This is an optimization exercise on Yosys and OpenROAD, whose aim is small area, a short achievable clock period and few clock cycles, not a production implementation. Power figures rest on the tool's default switching activity, not on a simulated workload.

==> module hysteresis_peak_detector, before the edit <==
module hysteresis_peak_detector #(
	parameter int unsigned SAMPLE_BITS = 16,
	parameter int unsigned TIME_BITS   = 32
) (
	input  logic                          clk,
	input  logic                          arst_n,
	input  logic                          in_valid,
	output logic                          in_ready,
	input  logic signed [SAMPLE_BITS-1:0] sample_value,
	input  logic        [TIME_BITS-1:0]   sample_time,
	input  logic                          restart,
	output logic                          out_valid,
	input  logic                          out_ready,
	output logic        [TIME_BITS-1:0]   peak_time,
	output logic signed [SAMPLE_BITS-1:0] peak_value,
	input  logic                          cfg_valid,
	output logic                          cfg_ready,
	input  logic [hpd_pkg::CFG_INDEX_BITS-1:0] cfg_index,
	input  logic [((SAMPLE_BITS > hpd_pkg::INTERVAL_BITS) ?
	               SAMPLE_BITS : hpd_pkg::INTERVAL_BITS)-1:0] cfg_data
);
	localparam int unsigned SB = SAMPLE_BITS;
	localparam int unsigned TB = TIME_BITS;
	localparam int unsigned IB = hpd_pkg::INTERVAL_BITS;
	localparam int unsigned HB = SB + 2;    
	logic        [SB-2:0] hx_q;
	logic signed [SB-1:0] global_thr_q;
	logic        [IB-1:0] min_interval_q;
	logic                 toggle;    
	assign cfg_ready = 1'b1;
	logic signed [SB-1:0] v1_q;
	logic        [TB-1:0] t1_q;
	logic                 r1_q, s1_valid_q, in_ready_q;
	logic signed [SB-1:0] ref_q;      
	logic signed [SB-1:0] peak_v_q;   
	logic        [TB-1:0] max_t_q, prev_t_q;
	logic                 rising_q, seen_q, out_valid_q;
	logic                 hx_sign_q;   
	always_ff @(posedge clk or negedge arst_n) begin
		if (!arst_n) begin
			hx_q           <= '0;
			global_thr_q   <= '0;
			min_interval_q <= '0;
		end else begin
			if (cfg_valid && cfg_index == 2'd0)
				hx_q <= rising_q ? cfg_data[SB-2:0] : ~cfg_data[SB-2:0];
			else if (toggle)
				hx_q <= ~hx_q;
			if (cfg_valid && cfg_index == 2'd1)
				global_thr_q <= $signed(cfg_data[SB-1:0]);
			if (cfg_valid && cfg_index == 2'd2)
				min_interval_q <= cfg_data[IB-1:0];
		end
	end
	logic [TB:0] sp_s, sp_k;
	logic        sp_carry, spaced, above, ok;
	for (genvar i = 0; i < TB; i++) begin : g_sp
		logic ma, zb;
		assign ma = !max_t_q[i];
		assign zb = (i < IB) ? min_interval_q[i] : 1'b0;
		assign sp_s[i]   = ma ^ prev_t_q[i] ^ zb;
		assign sp_k[i+1] = (ma & prev_t_q[i]) | (ma & zb) | (prev_t_q[i] & zb);
	end
	assign sp_s[TB] = 1'b1;
	assign sp_k[0]  = 1'b0;
	hpd_carry #(.N(TB + 1)) u_spaced (
		.x   (sp_s),
		.y   (sp_k),
		.cin (1'b1),
		.cout(sp_carry)
	);
	assign spaced = !sp_carry;
	hpd_carry #(.N(SB)) u_above (
		.x   ({!ref_q[SB-1], ref_q[SB-2:0]}),
		.y   (~{!global_thr_q[SB-1], global_thr_q[SB-2:0]}),
		.cin (1'b0),
		.cout(above)
	);
	assign ok = above && (!seen_q || spaced);
	logic ext;
	hpd_carry #(.N(SB)) u_ext (
		.x   ({!v1_q[SB-1], v1_q[SB-2:0]}),
		.y   (~{!ref_q[SB-1], ref_q[SB-2:0]}),
		.cin (!rising_q),
		.cout(ext)
	);
	logic [HB-1:0] cr_a, cr_b, cr_c, cr_s, cr_k;
	logic          cr_carry, cr_sign, xing;
	assign cr_a = {{(HB-SB){v1_q[SB-1]}}, v1_q};
	assign cr_b = {{(HB-SB+1){hx_sign_q}}, hx_q};
	assign cr_c = ~{{(HB-SB){ref_q[SB-1]}}, ref_q};
	assign cr_s = cr_a ^ cr_b ^ cr_c;
	assign cr_k = {(cr_a[HB-2:0] & cr_b[HB-2:0]) | (cr_a[HB-2:0] & cr_c[HB-2:0])
	               | (cr_b[HB-2:0] & cr_c[HB-2:0]), 1'b0};
	hpd_carry #(.N(HB - 1)) u_cross (
		.x   (cr_s[HB-2:0]),
		.y   (cr_k[HB-2:0]),
		.cin (1'b1),
		.cout(cr_carry)
	);
	assign cr_sign = cr_s[HB-1] ^ cr_k[HB-1] ^ cr_carry;
	assign xing   = rising_q ? cr_sign : !cr_sign;
	logic process, fire, ld_max, ld_ref, s1_valid_d, out_valid_d;
	assign process = s1_valid_q && !out_valid_q;
	assign ld_max  = process && (r1_q || (rising_q ? ext : xing));
	assign ld_ref  = process && (r1_q || ext != !rising_q || xing);
	assign fire    = process && !r1_q && rising_q && xing && ok;
	assign toggle  = process && (r1_q ? !rising_q : xing);
	assign s1_valid_d  = in_ready_q ? in_valid : (s1_valid_q && !process);
	assign out_valid_d = fire || (out_valid_q && !out_ready);
	always_ff @(posedge clk) begin
		if (in_ready_q) begin
			v1_q <= sample_value;
			t1_q <= sample_time;
			r1_q <= restart;
		end
		if (fire) begin
			prev_t_q <= max_t_q;
			peak_v_q <= ref_q;
		end
	end
	always_ff @(posedge clk or negedge arst_n) begin
		if (!arst_n) begin
			s1_valid_q  <= 1'b0;
			in_ready_q  <= 1'b1;
			out_valid_q <= 1'b0;
			ref_q       <= '0;
			max_t_q     <= '0;
			rising_q    <= 1'b1;
			hx_sign_q   <= 1'b0;
			seen_q      <= 1'b0;
		end else begin
			s1_valid_q  <= s1_valid_d;
			out_valid_q <= out_valid_d;
			in_ready_q  <= !(s1_valid_d && out_valid_d);
			if (ld_ref)
				ref_q <= v1_q;
			if (ld_max)
				max_t_q <= t1_q;
			if (toggle)
				hx_sign_q <= !hx_sign_q;
			if (process) begin
				rising_q <= r1_q || (rising_q ? !xing : xing);
				if (r1_q)
					seen_q <= 1'b0;
				else if (fire)
					seen_q <= 1'b1;
			end
		end
	end
	assign in_ready   = in_ready_q;
	assign out_valid  = out_valid_q;
	assign peak_time  = max_t_q;
	assign peak_value = peak_v_q;
endmodule
export LEC_CHECK = 0
export ABC_AREA = 1
export CAP_MARGIN = 20
export CORE_MARGIN = 2
export CORE_UTILIZATION = 55
export SETUP_SLACK_MARGIN = 5
export SLEW_MARGIN = 20
export BUFFER_PORTS_ARGS = -buffer_cell sky130_fd_sc_hd__buf_1
export CTS_ARGS = -sink_clustering_enable -repair_clock_nets -buf_list "sky130_fd_sc_hd__clkbuf_4 sky130_fd_sc_hd__clkbuf_8" -sink_clustering_size 12 -sink_clustering_max_diameter 60 -dont_use_dummy_load
create_clock -name core_clock -period 8.5 [get_ports {clk}]
standard.sh (not shown) runs the stock make flow with config.mk's settings and CLKGATE_MAP_FILE= SYNTH_SCRIPT=/design/flow/synth_recipe.tcl, a recipe that flattens the netlist after the stock synthesis.
==> flow/flow/run.sh <==
#!/bin/bash
# Standard layout with two changes: port buffers are buf_1 cells instead of
# the resizer's default pick, and clock tree synthesis inserts no dummy loads
# and clusters up to 12 flip-flops per leaf buffer. Every tool's output goes
# to a log file here.
set -e
{
	echo 'export BUFFER_PORTS_ARGS = -buffer_cell sky130_fd_sc_hd__buf_1'
	echo 'export CTS_ARGS = -sink_clustering_enable -repair_clock_nets -buf_list "sky130_fd_sc_hd__clkbuf_4 sky130_fd_sc_hd__clkbuf_8" -sink_clustering_size 12 -sink_clustering_max_diameter 60 -dont_use_dummy_load'
} >> config.mk
bash standard.sh > standard.log 2>&1
Rerun with:
--- a/flow/design.v
+++ b/flow/design.v
@@ -77,18 +77,19 @@
 	logic                 r1_q, s1_valid_q, in_ready_q;
 	logic signed [SB-1:0] ref_q;      
 	logic signed [SB-1:0] peak_v_q;   
 	logic        [TB-1:0] max_t_q, prev_t_q;
-	logic                 rising_q, seen_q, out_valid_q;
+	logic                 falling_q, seen_q, out_valid_q;
+	logic                 fired_q;     
 	logic                 hx_sign_q;   
 	always_ff @(posedge clk or negedge arst_n) begin
 		if (!arst_n) begin
 			hx_q           <= '0;
 			global_thr_q   <= '0;
 			min_interval_q <= '0;
 		end else begin
 			if (cfg_valid && cfg_index == 2'd0)
-				hx_q <= rising_q ? cfg_data[SB-2:0] : ~cfg_data[SB-2:0];
+				hx_q <= falling_q ? ~cfg_data[SB-2:0] : cfg_data[SB-2:0];
 			else if (toggle)
 				hx_q <= ~hx_q;
 			if (cfg_valid && cfg_index == 2'd1)
 				global_thr_q <= $signed(cfg_data[SB-1:0]);
@@ -124,9 +125,9 @@
 	logic ext;
 	hpd_carry #(.N(SB)) u_ext (
 		.x   ({!v1_q[SB-1], v1_q[SB-2:0]}),
 		.y   (~{!ref_q[SB-1], ref_q[SB-2:0]}),
-		.cin (!rising_q),
+		.cin (falling_q),
 		.cout(ext)
 	);
 	logic [HB-1:0] cr_a, cr_b, cr_c, cr_s, cr_k;
 	logic          cr_carry, cr_sign, xing;
@@ -142,55 +143,57 @@
 		.cin (1'b1),
 		.cout(cr_carry)
 	);
 	assign cr_sign = cr_s[HB-1] ^ cr_k[HB-1] ^ cr_carry;
-	assign xing   = rising_q ? cr_sign : !cr_sign;
-	logic process, fire, ld_max, ld_ref, s1_valid_d, out_valid_d;
+	assign xing   = cr_sign ^ falling_q;
+	logic process, drop, fire, ld_max, ld_ref, s1_valid_d, out_valid_d;
 	assign process = s1_valid_q && !out_valid_q;
-	assign ld_max  = process && (r1_q || (rising_q ? ext : xing));
-	assign ld_ref  = process && (r1_q || ext != !rising_q || xing);
-	assign fire    = process && !r1_q && rising_q && xing && ok;
-	assign toggle  = process && (r1_q ? !rising_q : xing);
+	assign ld_max  = process && (r1_q || (hx_sign_q ? xing : ext));
+	assign ld_ref  = process && (r1_q || ext != hx_sign_q || xing);
+	assign drop    = process && !r1_q && !falling_q && xing;
+	assign fire    = drop && ok;
+	assign toggle  = process && (r1_q ? falling_q : xing);
 	assign s1_valid_d  = in_ready_q ? in_valid : (s1_valid_q && !process);
 	assign out_valid_d = fire || (out_valid_q && !out_ready);
 	always_ff @(posedge clk) begin
 		if (in_ready_q) begin
 			v1_q <= sample_value;
 			t1_q <= sample_time;
 			r1_q <= restart;
 		end
-		if (fire) begin
+		if (process && !falling_q)
+			peak_v_q <= ref_q;
+		if (fired_q)
 			prev_t_q <= max_t_q;
-			peak_v_q <= ref_q;
-		end
 	end
 	always_ff @(posedge clk or negedge arst_n) begin
 		if (!arst_n) begin
 			s1_valid_q  <= 1'b0;
 			in_ready_q  <= 1'b1;
 			out_valid_q <= 1'b0;
+			fired_q     <= 1'b0;
 			ref_q       <= '0;
 			max_t_q     <= '0;
-			rising_q    <= 1'b1;
+			falling_q   <= 1'b0;
 			hx_sign_q   <= 1'b0;
 			seen_q      <= 1'b0;
 		end else begin
 			s1_valid_q  <= s1_valid_d;
 			out_valid_q <= out_valid_d;
+			fired_q     <= fire;
 			in_ready_q  <= !(s1_valid_d && out_valid_d);
 			if (ld_ref)
 				ref_q <= v1_q;
 			if (ld_max)
 				max_t_q <= t1_q;
+			if (process)
+				falling_q <= !r1_q && (falling_q ^ xing);
 			if (toggle)
 				hx_sign_q <= !hx_sign_q;
-			if (process) begin
-				rising_q <= r1_q || (rising_q ? !xing : xing);
-				if (r1_q)
-					seen_q <= 1'b0;
-				else if (fire)
-					seen_q <= 1'b1;
-			end
+			if (fired_q)
+				seen_q <= 1'b1;
+			else if (process && r1_q)
+				seen_q <= 1'b0;
 		end
 	end
 	assign in_ready   = in_ready_q;
 	assign out_valid  = out_valid_q;
The new run completed without violations; power goes up by 3.6%; first-iteration DRC count decreases by 26%; clock power goes up by about 0.8%; design area went up by 1.4%; core utilization grows by 0.25 points; routed wire length increases by 6.6%; area after synthesis rises by 1.6%; setup slack is better by 39 ps; combinational power rises by about 4%; count of clock-buffer cells in the layout does not change; sequential cell count climbs by 1.
No run of this note included a check of the RTL's function; only the layout flow was run.

The RTL this note starts from:
==> flow/design.v <==
package hpd_pkg;
	typedef enum logic [1:0] {
		REG_LOCAL_THR    = 2'd0,
		REG_GLOBAL_THR   = 2'd1,
		REG_MIN_INTERVAL = 2'd2
	} cfg_reg_t;
	localparam int unsigned CFG_INDEX_BITS = 2;
	localparam int unsigned INTERVAL_BITS  = 24;
	typedef struct packed {
		logic valid;     
		logic advance;   
	} pipe_ctrl_t;
endpackage
module hpd_carry #(
	parameter int unsigned N = 17
) (
	input  logic [N-1:0] x,
	input  logic [N-1:0] y,
	input  logic         cin,
	output logic         cout
);
	localparam int unsigned L = (N + 1 <= 2)  ? 1 : (N + 1 <= 4)  ? 2 :
	                            (N + 1 <= 8)  ? 3 : (N + 1 <= 16) ? 4 :
	                            (N + 1 <= 32) ? 5 : (N + 1 <= 64) ? 6 : 7;
	localparam int unsigned M = 1 << L;
	logic [(L+1)*M-1:0] g, p;
	assign g[0] = cin;
	assign p[0] = 1'b0;
	assign g[N:1] = x & y;
	assign p[N:1] = x | y;
	if (M > N + 1) begin : g_pad
		assign g[M-1:N+1] = '0;
		assign p[M-1:N+1] = '1;
	end
	for (genvar l = 0; l < L; l++) begin : g_lvl
		for (genvar i = 0; i < (M >> (l + 1)); i++) begin : g_node
			assign g[(l+1)*M + i] = g[l*M + 2*i + 1] | (p[l*M + 2*i + 1] & g[l*M + 2*i]);
			assign p[(l+1)*M + i] = p[l*M + 2*i + 1] & p[l*M + 2*i];
		end
		assign g[(l+1)*M + (M >> (l + 1)) +: (M - (M >> (l + 1)))] = '0;
		assign p[(l+1)*M + (M >> (l + 1)) +: (M - (M >> (l + 1)))] = '0;
	end
	assign cout = g[L*M];
endmodule
module hysteresis_peak_detector #(
	parameter int unsigned SAMPLE_BITS = 16,
	parameter int unsigned TIME_BITS   = 32
) (
	input  logic                          clk,
	input  logic                          arst_n,
	input  logic                          in_valid,
	output logic                          in_ready,
	input  logic signed [SAMPLE_BITS-1:0] sample_value,
	input  logic        [TIME_BITS-1:0]   sample_time,
	input  logic                          restart,
	output logic                          out_valid,
	input  logic                          out_ready,
	output logic        [TIME_BITS-1:0]   peak_time,
	output logic signed [SAMPLE_BITS-1:0] peak_value,
	input  logic                          cfg_valid,
	output logic                          cfg_ready,
	input  logic [hpd_pkg::CFG_INDEX_BITS-1:0] cfg_index,
	input  logic [((SAMPLE_BITS > hpd_pkg::INTERVAL_BITS) ?
	               SAMPLE_BITS : hpd_pkg::INTERVAL_BITS)-1:0] cfg_data
);
	localparam int unsigned SB = SAMPLE_BITS;
	localparam int unsigned TB = TIME_BITS;
	localparam int unsigned IB = hpd_pkg::INTERVAL_BITS;
	localparam int unsigned HB = SB + 2;    
	logic        [SB-2:0] hx_q;
	logic signed [SB-1:0] global_thr_q;
	logic        [IB-1:0] min_interval_q;
	logic                 toggle;    
	assign cfg_ready = 1'b1;
	logic signed [SB-1:0] v1_q;
	logic        [TB-1:0] t1_q;
	logic                 r1_q, s1_valid_q, in_ready_q;
	logic signed [SB-1:0] ref_q;      
	logic signed [SB-1:0] peak_v_q;   
	logic        [TB-1:0] max_t_q, prev_t_q;
	logic                 falling_q, seen_q, out_valid_q;
	logic                 hx_sign_q;   
	always_ff @(posedge clk or negedge arst_n) begin
		if (!arst_n) begin
			hx_q           <= '0;
			global_thr_q   <= '0;
			min_interval_q <= '0;
		end else begin
			if (cfg_valid && cfg_index == 2'd0)
				hx_q <= falling_q ? ~cfg_data[SB-2:0] : cfg_data[SB-2:0];
			else if (toggle)
				hx_q <= ~hx_q;
			if (cfg_valid && cfg_index == 2'd1)
				global_thr_q <= $signed(cfg_data[SB-1:0]);
			if (cfg_valid && cfg_index == 2'd2)
				min_interval_q <= cfg_data[IB-1:0];
		end
	end
	logic [TB:0] sp_s, sp_k;
	logic        sp_carry, spaced, above, ok;
	for (genvar i = 0; i < TB; i++) begin : g_sp
		logic ma, zb;
		assign ma = !max_t_q[i];
		assign zb = (i < IB) ? min_interval_q[i] : 1'b0;
		assign sp_s[i]   = ma ^ prev_t_q[i] ^ zb;
		assign sp_k[i+1] = (ma & prev_t_q[i]) | (ma & zb) | (prev_t_q[i] & zb);
	end
	assign sp_s[TB] = 1'b1;
	assign sp_k[0]  = 1'b0;
	hpd_carry #(.N(TB + 1)) u_spaced (
		.x   (sp_s),
		.y   (sp_k),
		.cin (1'b1),
		.cout(sp_carry)
	);
	assign spaced = !sp_carry;
	hpd_carry #(.N(SB)) u_above (
		.x   ({!ref_q[SB-1], ref_q[SB-2:0]}),
		.y   (~{!global_thr_q[SB-1], global_thr_q[SB-2:0]}),
		.cin (1'b0),
		.cout(above)
	);
	assign ok = above && (!seen_q || spaced);
	logic ext;
	hpd_carry #(.N(SB)) u_ext (
		.x   ({!v1_q[SB-1], v1_q[SB-2:0]}),
		.y   (~{!ref_q[SB-1], ref_q[SB-2:0]}),
		.cin (falling_q),
		.cout(ext)
	);
	logic [HB-1:0] cr_a, cr_b, cr_c, cr_s, cr_k;
	logic          cr_carry, cr_sign, xing;
	assign cr_a = {{(HB-SB){v1_q[SB-1]}}, v1_q};
	assign cr_b = {{(HB-SB+1){hx_sign_q}}, hx_q};
	assign cr_c = ~{{(HB-SB){ref_q[SB-1]}}, ref_q};
	assign cr_s = cr_a ^ cr_b ^ cr_c;
	assign cr_k = {(cr_a[HB-2:0] & cr_b[HB-2:0]) | (cr_a[HB-2:0] & cr_c[HB-2:0])
	               | (cr_b[HB-2:0] & cr_c[HB-2:0]), 1'b0};
	hpd_carry #(.N(HB - 1)) u_cross (
		.x   (cr_s[HB-2:0]),
		.y   (cr_k[HB-2:0]),
		.cin (1'b1),
		.cout(cr_carry)
	);
	assign cr_sign = cr_s[HB-1] ^ cr_k[HB-1] ^ cr_carry;
	assign xing   = cr_sign ^ falling_q;
	logic process, drop, fire, ld_max, ld_ref, s1_valid_d, out_valid_d;
	assign process = s1_valid_q && !out_valid_q;
	assign ld_max  = process && (r1_q || (falling_q ? xing : ext));
	assign ld_ref  = process && (r1_q || ext != falling_q || xing);
	assign drop    = process && !r1_q && !falling_q && xing;
	assign fire    = drop && ok;
	assign toggle  = process && (r1_q ? falling_q : xing);
	assign s1_valid_d  = in_ready_q ? in_valid : (s1_valid_q && !process);
	assign out_valid_d = fire || (out_valid_q && !out_ready);
	always_ff @(posedge clk) begin
		if (in_ready_q) begin
			v1_q <= sample_value;
			t1_q <= sample_time;
			r1_q <= restart;
		end
		if (process && !falling_q)
			peak_v_q <= ref_q;
		if (out_valid_q)
			prev_t_q <= max_t_q;
	end
	always_ff @(posedge clk or negedge arst_n) begin
		if (!arst_n) begin
			s1_valid_q  <= 1'b0;
			in_ready_q  <= 1'b1;
			out_valid_q <= 1'b0;
			ref_q       <= '0;
			max_t_q     <= '0;
			falling_q   <= 1'b0;
			hx_sign_q   <= 1'b0;
			seen_q      <= 1'b0;
		end else begin
			s1_valid_q  <= s1_valid_d;
			out_valid_q <= out_valid_d;
			in_ready_q  <= !(s1_valid_d && out_valid_d);
			if (ld_ref)
				ref_q <= v1_q;
			if (ld_max)
				max_t_q <= t1_q;
			if (process)
				falling_q <= !r1_q && (falling_q ^ xing);
			if (toggle)
				hx_sign_q <= !hx_sign_q;
			if (out_valid_q)
				seen_q <= 1'b1;
			else if (process && r1_q)
				seen_q <= 1'b0;
		end
	end
	assign in_ready   = in_ready_q;
	assign out_valid  = out_valid_q;
	assign peak_time  = max_t_q;
	assign peak_value = peak_v_q;
endmodule
Settings: LEC_CHECK=0, ABC_AREA=1, CAP_MARGIN=20, CORE_MARGIN=2, CORE_UTILIZATION=55, SETUP_SLACK_MARGIN=5, SLEW_MARGIN=20, BUFFER_PORTS_ARGS=-buffer_cell sky130_fd_sc_hd__buf_1, CTS_ARGS=-sink_clustering_enable -repair_clock_nets -buf_list "sky130_fd_sc_hd__clkbuf_4 sky130_fd_sc_hd__clkbuf_8" -sink_clustering_size 12 -sink_clustering_max_diameter 60 -dont_use_dummy_load; clock period 8.5 ns.
Scripts as last shown in full above: flow/flow/run.sh
Next try:
--- a/flow/design.v
+++ b/flow/design.v
@@ -78,9 +78,8 @@
 	logic signed [SB-1:0] ref_q;      
 	logic signed [SB-1:0] peak_v_q;   
 	logic        [TB-1:0] max_t_q, prev_t_q;
 	logic                 falling_q, seen_q, out_valid_q;
-	logic                 hx_sign_q;   
 	always_ff @(posedge clk or negedge arst_n) begin
 		if (!arst_n) begin
 			hx_q           <= '0;
 			global_thr_q   <= '0;
@@ -130,9 +129,9 @@
 	);
 	logic [HB-1:0] cr_a, cr_b, cr_c, cr_s, cr_k;
 	logic          cr_carry, cr_sign, xing;
 	assign cr_a = {{(HB-SB){v1_q[SB-1]}}, v1_q};
-	assign cr_b = {{(HB-SB+1){hx_sign_q}}, hx_q};
+	assign cr_b = {{(HB-SB+1){falling_q}}, hx_q};
 	assign cr_c = ~{{(HB-SB){ref_q[SB-1]}}, ref_q};
 	assign cr_s = cr_a ^ cr_b ^ cr_c;
 	assign cr_k = {(cr_a[HB-2:0] & cr_b[HB-2:0]) | (cr_a[HB-2:0] & cr_c[HB-2:0])
 	               | (cr_b[HB-2:0] & cr_c[HB-2:0]), 1'b0};
@@ -171,9 +170,8 @@
 			out_valid_q <= 1'b0;
 			ref_q       <= '0;
 			max_t_q     <= '0;
 			falling_q   <= 1'b0;
-			hx_sign_q   <= 1'b0;
 			seen_q      <= 1'b0;
 		end else begin
 			s1_valid_q  <= s1_valid_d;
 			out_valid_q <= out_valid_d;
@@ -183,10 +181,8 @@
 			if (ld_max)
 				max_t_q <= t1_q;
 			if (process)
 				falling_q <= !r1_q && (falling_q ^ xing);
-			if (toggle)
-				hx_sign_q <= !hx_sign_q;
 			if (out_valid_q)
 				seen_q <= 1'b1;
 			else if (process && r1_q)
 				seen_q <= 1'b0;
The new run passed the timing, design-rule and antenna checks; flip-flop and latch count falls by 1; die area rises by 0.34%; worst setup slack got worse by 0.052 ns; count of clock-buffer cells in the layout stays the same; fmax falls by 1.6%.
No run of this note included a check of the RTL's function; only the layout flow was run.

[separate check: timing with driven ports]
The results above use ideal ports. As a check the final layouts listed here were re-extracted and re-timed, cells and wires unchanged.
Step 1 (the two cells are an assumption about what drives the block):
set clk [get_ports {clk}]
set_driving_cell -lib_cell sky130_fd_sc_hd__clkbuf_16 $clk
set_driving_cell -lib_cell sky130_fd_sc_hd__buf_2 [delete_from_list [all_inputs] $clk]
Step 2 moves the port delays by t, midway between the first and last clock arrival at a register: inputs arrive t later, outputs are due t later. That takes back most of the time a late clock gives input paths.
Three values: no drivers, after step 1, after step 2; two values: the first two.
| run | t (ns) | setup slack, ns | worst hold slack (ns) | latest minus earliest clock arrival (ns) | worst slew at a driven data input, ns |
|---|---|---|---|---|---|
| the first run of note 1 | 0.548 | 5.120 / 5.081 / 4.650 | 0.433 / 0.433 / 0.433 | 0.050 / 0.049 | 0.05 |
| the second run of note 1 | 0.549 | 5.158 / 5.117 / 4.700 | 0.471 / 0.471 / 0.471 | 0.036 / 0.037 | 0.08 |
| the first run of note 2 | 0.555 | 5.217 / 5.178 / 5.044 | 0.447 / 0.447 / 0.447 | 0.027 / 0.027 | 0.06 |
| the second run of note 2 | 0.559 | 5.164 / 5.164 / 4.930 | 0.440 / 0.440 / 0.440 | 0.036 / 0.036 | 0.06 |
After both steps every run listed still meets setup and hold. The setup slack of the first run of note 1, which loses most, moves by -0.039 ns with the drivers and by -0.470 ns with both steps.
